This is an optimization exercise on Yosys and OpenROAD, whose aim is small area and a short achievable clock period, not a production implementation. In this exercise RTL edits were held to simulation tests only and were not proved equivalent to the original. Power and IR drop assume default switching activity.

==> inputs of xenon <==
Design bullet_pool, start of the top module:
module bullet_pool #(
   parameter int DATA_WIDTH    = 32,
   parameter int ADDRESS_WIDTH = 6,
   parameter int DEPTH         = 64
) (
   input  logic                     clk,
   input  logic                     reset_n,
   input  logic                     alloc_req,
   input  logic [DATA_WIDTH-1:0]    alloc_data,
   output logic                     alloc_ack,
   output logic                     alloc_fail,
   output logic [ADDRESS_WIDTH-1:0] alloc_addr,
   output logic                     full,
   output logic [ADDRESS_WIDTH:0]   count,
   input  logic                     wEn,
   input  logic [ADDRESS_WIDTH-1:0] wAddr,
   input  logic [DATA_WIDTH-1:0]    dataIn,
   input  logic                     free_req,
   input  logic [ADDRESS_WIDTH-1:0] free_addr,
   input  logic                     readEn,
   input  logic [ADDRESS_WIDTH-1:0] rAddr,
   output logic [DATA_WIDTH-1:0]    dataOut,
   output logic                     rValid,
   input  logic                     scan_start,
   output logic                     scan_busy,
   output logic                     scan_valid,
   output logic [ADDRESS_WIDTH-1:0] scan_addr,
   output logic [DATA_WIDTH-1:0]    scan_data,
   output logic                     scan_done
);
==> module bullet_pool, before the edit <==
module bullet_pool #(
   parameter int DATA_WIDTH    = 32,
   parameter int ADDRESS_WIDTH = 6,
   parameter int DEPTH         = 64
) (
   input  logic                     clk,
   input  logic                     reset_n,
   input  logic                     alloc_req,
   input  logic [DATA_WIDTH-1:0]    alloc_data,
   output logic                     alloc_ack,
   output logic                     alloc_fail,
   output logic [ADDRESS_WIDTH-1:0] alloc_addr,
   output logic                     full,
   output logic [ADDRESS_WIDTH:0]   count,
   input  logic                     wEn,
   input  logic [ADDRESS_WIDTH-1:0] wAddr,
   input  logic [DATA_WIDTH-1:0]    dataIn,
   input  logic                     free_req,
   input  logic [ADDRESS_WIDTH-1:0] free_addr,
   input  logic                     readEn,
   input  logic [ADDRESS_WIDTH-1:0] rAddr,
   output logic [DATA_WIDTH-1:0]    dataOut,
   output logic                     rValid,
   input  logic                     scan_start,
   output logic                     scan_busy,
   output logic                     scan_valid,
   output logic [ADDRESS_WIDTH-1:0] scan_addr,
   output logic [DATA_WIDTH-1:0]    scan_data,
   output logic                     scan_done
);
   localparam int DW = DATA_WIDTH;
   localparam int AW = ADDRESS_WIDTH;
   localparam int CW = ADDRESS_WIDTH + 1;
   logic [DEPTH-1:0][DW-1:0] mem;
   logic [DEPTH-1:0] valid;
   logic           ph;
   logic [DEPTH-1:0] wdec, fdec, rdec, sdec, lfree, lfree_nxt, sdec_nxt;
   logic [AW-1:0]    idx_nxt;
   logic [AW-1:0]    idx;
   logic             busy;
   always_comb begin
      for (int i = 0; i < DEPTH; i++) begin
         wdec[i] = (wAddr == AW'(i));
         fdec[i] = (free_addr == AW'(i));
         rdec[i]     = (rAddr == AW'(i));
         sdec_nxt[i] = (idx_nxt == AW'(i));
      end
   end
   logic [AW-1:0] cand;
   logic [7:0]    gall, gpre;
   always_comb begin
      for (int g = 0; g < 8; g++) begin
         gall[g] = &valid_nxt[8*g +: 8];
         gpre[g] = 1'b1;
         for (int h = 0; h < g; h++) gpre[g] = gpre[g] & gall[h];
      end
      for (int i = 0; i < DEPTH; i++) begin
         logic pin;
         pin = 1'b1;
         for (int j = 8 * (i / 8); j < i; j++) pin = pin & valid_nxt[j];
         lfree_nxt[i] = ~valid_nxt[i] & pin & gpre[i / 8];
      end
      cand = '0;
      for (int i = 0; i < DEPTH; i++)
         cand = cand | ({AW{lfree[i]}} & AW'(i));
   end
   assign full = count[AW];
   logic do_alloc, do_free;
   logic [DEPTH-1:0] wa, wu, hold, valid_nxt;
   assign do_alloc = alloc_req & ~full;
   assign do_free  = free_req & |(fdec & valid);
   always_comb begin
      for (int i = 0; i < DEPTH; i++) begin
         wa[i]        = do_alloc & lfree[i];
         wu[i]        = wEn & wdec[i] & valid[i];
         hold[i]      = ~(wa[i] | wu[i]);
         valid_nxt[i] = (valid[i] & ~(free_req & fdec[i])) | wa[i];
      end
   end
   logic [DW-1:0]    adata_n, udata_n;
   logic [DEPTH-1:0] wa_n, wu_n;
   assign adata_n = ~(alloc_data ^ {DW{ph}});
   assign udata_n = ~(dataIn ^ {DW{ph}});
   assign wa_n    = ~wa;
   assign wu_n    = ~wu;
   for (genvar i = 0; i < DEPTH; i++) begin : g_word
      for (genvar b = 0; b < DW; b++) begin : g_bit
         bp_cell u_cell (
            .clk(clk), .wa_n(wa_n[i]), .a_n(adata_n[b]), .wu_n(wu_n[i]), .u_n(udata_n[b]),
            .h(hold[i]), .q(mem[i][b])
         );
      end
   end
   logic [DEPTH-1:0] rsel_n, ssel_n;
   assign rsel_n = ~rdec;
   assign ssel_n = ~sdec;
   logic [DW-1:0] rmux, smux;
   logic          rv, sv;
   for (genvar b = 0; b < DW; b++) begin : g_rd
      logic [DEPTH-1:0] col;
      always_comb
         for (int i = 0; i < DEPTH; i++) col[i] = mem[i][b];
      bp_mux64 u_rmux (.d(col), .s_n(rsel_n), .y_n(rmux[b]));
      bp_mux64 u_smux (.d(col), .s_n(ssel_n), .y_n(smux[b]));
   end
   always_comb begin
      rv = 1'b0;
      sv = 1'b0;
      for (int i = 0; i < DEPTH; i++) begin
         rv = rv | (rdec[i] & valid[i]);
         sv = sv | (sdec[i] & valid[i]);
      end
   end
   logic [DW-1:0] rval, sval;
   assign rval      = ~(rmux ^ {DW{ph}});
   assign sval      = ~(smux ^ {DW{ph}});
   assign scan_busy = busy;
   assign idx_nxt   = idx + AW'(busy);
   logic [CW-1:0] cnt_inc, cnt_dec, cnt_nxt;
   bp_incdec #(.W(CW)) u_incdec (.a(count), .inc(cnt_inc), .dec(cnt_dec));
   always_comb begin
      case ({do_alloc, do_free})
         2'b10:   cnt_nxt = cnt_inc;
         2'b01:   cnt_nxt = cnt_dec;
         default: cnt_nxt = count;
      endcase
   end
   logic last;
   assign last = busy & (idx == AW'(DEPTH - 1));
   always_ff @(posedge clk or negedge reset_n) begin
      if (!reset_n) begin
         valid      <= '0;
         lfree      <= DEPTH'(1);
         sdec       <= DEPTH'(1);
         count      <= '0;
         ph         <= 1'b0;
         alloc_ack  <= 1'b0;
         alloc_fail <= 1'b0;
         alloc_addr <= '0;
         dataOut    <= '0;
         rValid     <= 1'b0;
         busy       <= 1'b0;
         idx        <= '0;
         scan_valid <= 1'b0;
         scan_done  <= 1'b0;
         scan_addr  <= '0;
         scan_data  <= '0;
      end else begin
         valid      <= valid_nxt;
         lfree      <= lfree_nxt;
         sdec       <= sdec_nxt;
         count      <= cnt_nxt;
         ph         <= ~ph;
         alloc_ack  <= do_alloc;
         alloc_fail <= alloc_req & full;
         alloc_addr <= cand;
         if (readEn) begin
            dataOut <= rval;
            rValid <= rv;
         end
         busy       <= busy ? ~last : scan_start;
         idx        <= idx_nxt;
         scan_valid <= busy & sv;
         scan_done  <= last;
         scan_addr  <= idx;
         scan_data  <= sval;
      end
   end
endmodule
export LEC_CHECK = 0
export CAP_MARGIN = 20
export CORE_MARGIN = 2
export CORE_UTILIZATION = 40
export CTS_CLUSTER_DIAMETER = 100
export CTS_CLUSTER_SIZE = 20
export SETUP_SLACK_MARGIN = 2.5
export SLEW_MARGIN = 20
export SYNTH_HIERARCHICAL = 1
create_clock -name core_clock -period 5.5 [get_ports {clk}]
standard.sh (not shown) runs the stock make flow with config.mk's settings and CLKGATE_MAP_FILE= SYNTH_SCRIPT=/design/flow/synth_recipe.tcl, a recipe that flattens the netlist after the stock synthesis.
==> flow/flow/run.sh <==
#!/bin/bash
# Own layout flow: the standard flow, with two changes between synthesis and floorplan:
#  - AOI21 gates that synthesis upsized inside the tiny storage-bit modules are set back to
#    drive strength 1 (the resizer upsizes again wherever timing needs it);
#  - ports are buffered with buf_2 instead of the default delay-buffer cell.
# Each tool's full output goes to its own log file in this folder.
set -euo pipefail
RES=orfs/results/${FLOW_PLATFORM}/bullet_pool/base
bash standard.sh synth > flow_synth.log 2>&1
openroad -no_init -exit flow/downsize.tcl > flow_downsize.log 2>&1
touch ${RES}/1_synth.sdc
BUFFER_PORTS_ARGS="-buffer_cell sky130_fd_sc_hd__buf_2" bash standard.sh > flow_layout.log 2>&1
==> flow/flow/downsize.tcl <==
# Set AOI21 cells that synthesis sized up back to drive strength 1.
set res orfs/results/$::env(FLOW_PLATFORM)/bullet_pool/base
read_db $res/1_synth.odb
set db [ord::get_db]
set m1 [$db findMaster sky130_fd_sc_hd__a21oi_1]
set n 0
foreach inst [[ord::get_db_block] getInsts] {
  if {[[$inst getMaster] getName] eq "sky130_fd_sc_hd__a21oi_2"} {
    $inst swapMaster $m1
    incr n
  }
}
puts "downsized $n a21oi_2 cells"
write_db $res/1_synth.odb
==> inputs of quartz, as changes to xenon <==
--- a/flow/design.v
+++ b/flow/design.v
@@ -36,4 +36,3 @@
    logic           ph;
-   logic [DEPTH-1:0] wdec, fdec, rdec, sdec, lfree, lfree_nxt, sdec_nxt;
-   logic [AW-1:0]    idx_nxt;
+   logic [DEPTH-1:0] wdec, fdec, rdec, sdec, lfree;
    logic [AW-1:0]    idx;
@@ -44,4 +43,4 @@
          fdec[i] = (free_addr == AW'(i));
-         rdec[i]     = (rAddr == AW'(i));
-         sdec_nxt[i] = (idx_nxt == AW'(i));
+         rdec[i] = (rAddr == AW'(i));
+         sdec[i] = (idx == AW'(i));
       end
@@ -49,8 +48,13 @@
    logic [AW-1:0] cand;
-   logic [7:0]    gall, gpre;
+   logic [7:0]    gall, gpre, gsel;
+   logic [7:0][2:0] genc;
    always_comb begin
       for (int g = 0; g < 8; g++) begin
-         gall[g] = &valid_nxt[8*g +: 8];
+         gall[g] = &valid[8*g +: 8];
          gpre[g] = 1'b1;
          for (int h = 0; h < g; h++) gpre[g] = gpre[g] & gall[h];
+         gsel[g] = gpre[g] & ~gall[g];
+         genc[g] = 3'd0;
+         for (int j = 7; j >= 0; j--)
+            if (!valid[8*g + j]) genc[g] = 3'(j);
       end
@@ -59,8 +63,8 @@
          pin = 1'b1;
-         for (int j = 8 * (i / 8); j < i; j++) pin = pin & valid_nxt[j];
-         lfree_nxt[i] = ~valid_nxt[i] & pin & gpre[i / 8];
+         for (int j = 8 * (i / 8); j < i; j++) pin = pin & valid[j];
+         lfree[i] = ~valid[i] & pin & gpre[i / 8];
       end
       cand = '0;
-      for (int i = 0; i < DEPTH; i++)
-         cand = cand | ({AW{lfree[i]}} & AW'(i));
+      for (int g = 0; g < 8; g++)
+         cand = cand | ({AW{gsel[g]}} & {3'(g), genc[g]});
    end
@@ -74,3 +78,3 @@
          wa[i]        = do_alloc & lfree[i];
-         wu[i]        = wEn & wdec[i] & valid[i];
+         wu[i]        = wEn & wdec[i] & valid[i] & ~(free_req & fdec[i]);
          hold[i]      = ~(wa[i] | wu[i]);
@@ -117,3 +121,2 @@
    assign scan_busy = busy;
-   assign idx_nxt   = idx + AW'(busy);
    logic [CW-1:0] cnt_inc, cnt_dec, cnt_nxt;
@@ -132,4 +135,2 @@
          valid      <= '0;
-         lfree      <= DEPTH'(1);
-         sdec       <= DEPTH'(1);
          count      <= '0;
@@ -149,4 +150,2 @@
          valid      <= valid_nxt;
-         lfree      <= lfree_nxt;
-         sdec       <= sdec_nxt;
          count      <= cnt_nxt;
@@ -161,3 +160,3 @@
          busy       <= busy ? ~last : scan_start;
-         idx        <= idx_nxt;
+         idx        <= idx + AW'(busy);
          scan_valid <= busy & sv;
CTS_CLUSTER_DIAMETER = 60   (was 100)
SETUP_SLACK_MARGIN = not set   (was 2.5)
==> summary of the runs <==
quartz passed the timing, design-rule and antenna checks. xenon passed the timing, design-rule and antenna checks.
Between xenon and quartz, the lower cell area is in quartz (gap 8.0%, measured against quartz).
Of xenon and quartz, xenon has the higher sequential cell count (gap 128).
Between xenon and quartz, the lower combinational power is in quartz (gap about 50%, measured against quartz).
Of quartz and xenon, quartz has the higher worst hold slack (gap 75 ps).
Synthesized cell count is about the same in xenon and quartz.
In xenon the sequential share of layout area is lower than in quartz, by 0.31 points.
Of quartz and xenon, xenon has the higher final cell count (gap about 1.7%, measured against xenon).

## static timing again, ports no longer ideal
The results above use ideal ports. As a check the final layouts listed here were re-extracted and re-timed, cells and wires unchanged.
Step 1: set_driving_cell puts a clkbuf_16 on clk and a buf_2 on each other input, an assumption about the parent block.
Step 2 adds t to the input delays and takes it off the output delays; t is the mean of the earliest and latest rising clock arrival at the registers after step 1. Input paths then give back, and output paths get back, about the clock's delay inside the block.
Three values: no drivers, after step 1, after step 2; two values: the first two.
run	t, ns	setup slack, ns	worst setup path at the end	latest minus earliest clock arrival (ns)	worst data-port slew with drivers (ns)
xenon	0.964	2.114 / 2.062 / 1.098	input to register	0.045 / 0.045	0.26
quartz	0.989	0.436 / 0.436 / -0.455	input to register	0.051 / 0.051	0.30
With both steps, setup timing fails in quartz, where it was met with ideal ports. The setup slack of xenon, which loses most, moves by -0.052 ns with the drivers and by -1.016 ns with both steps.
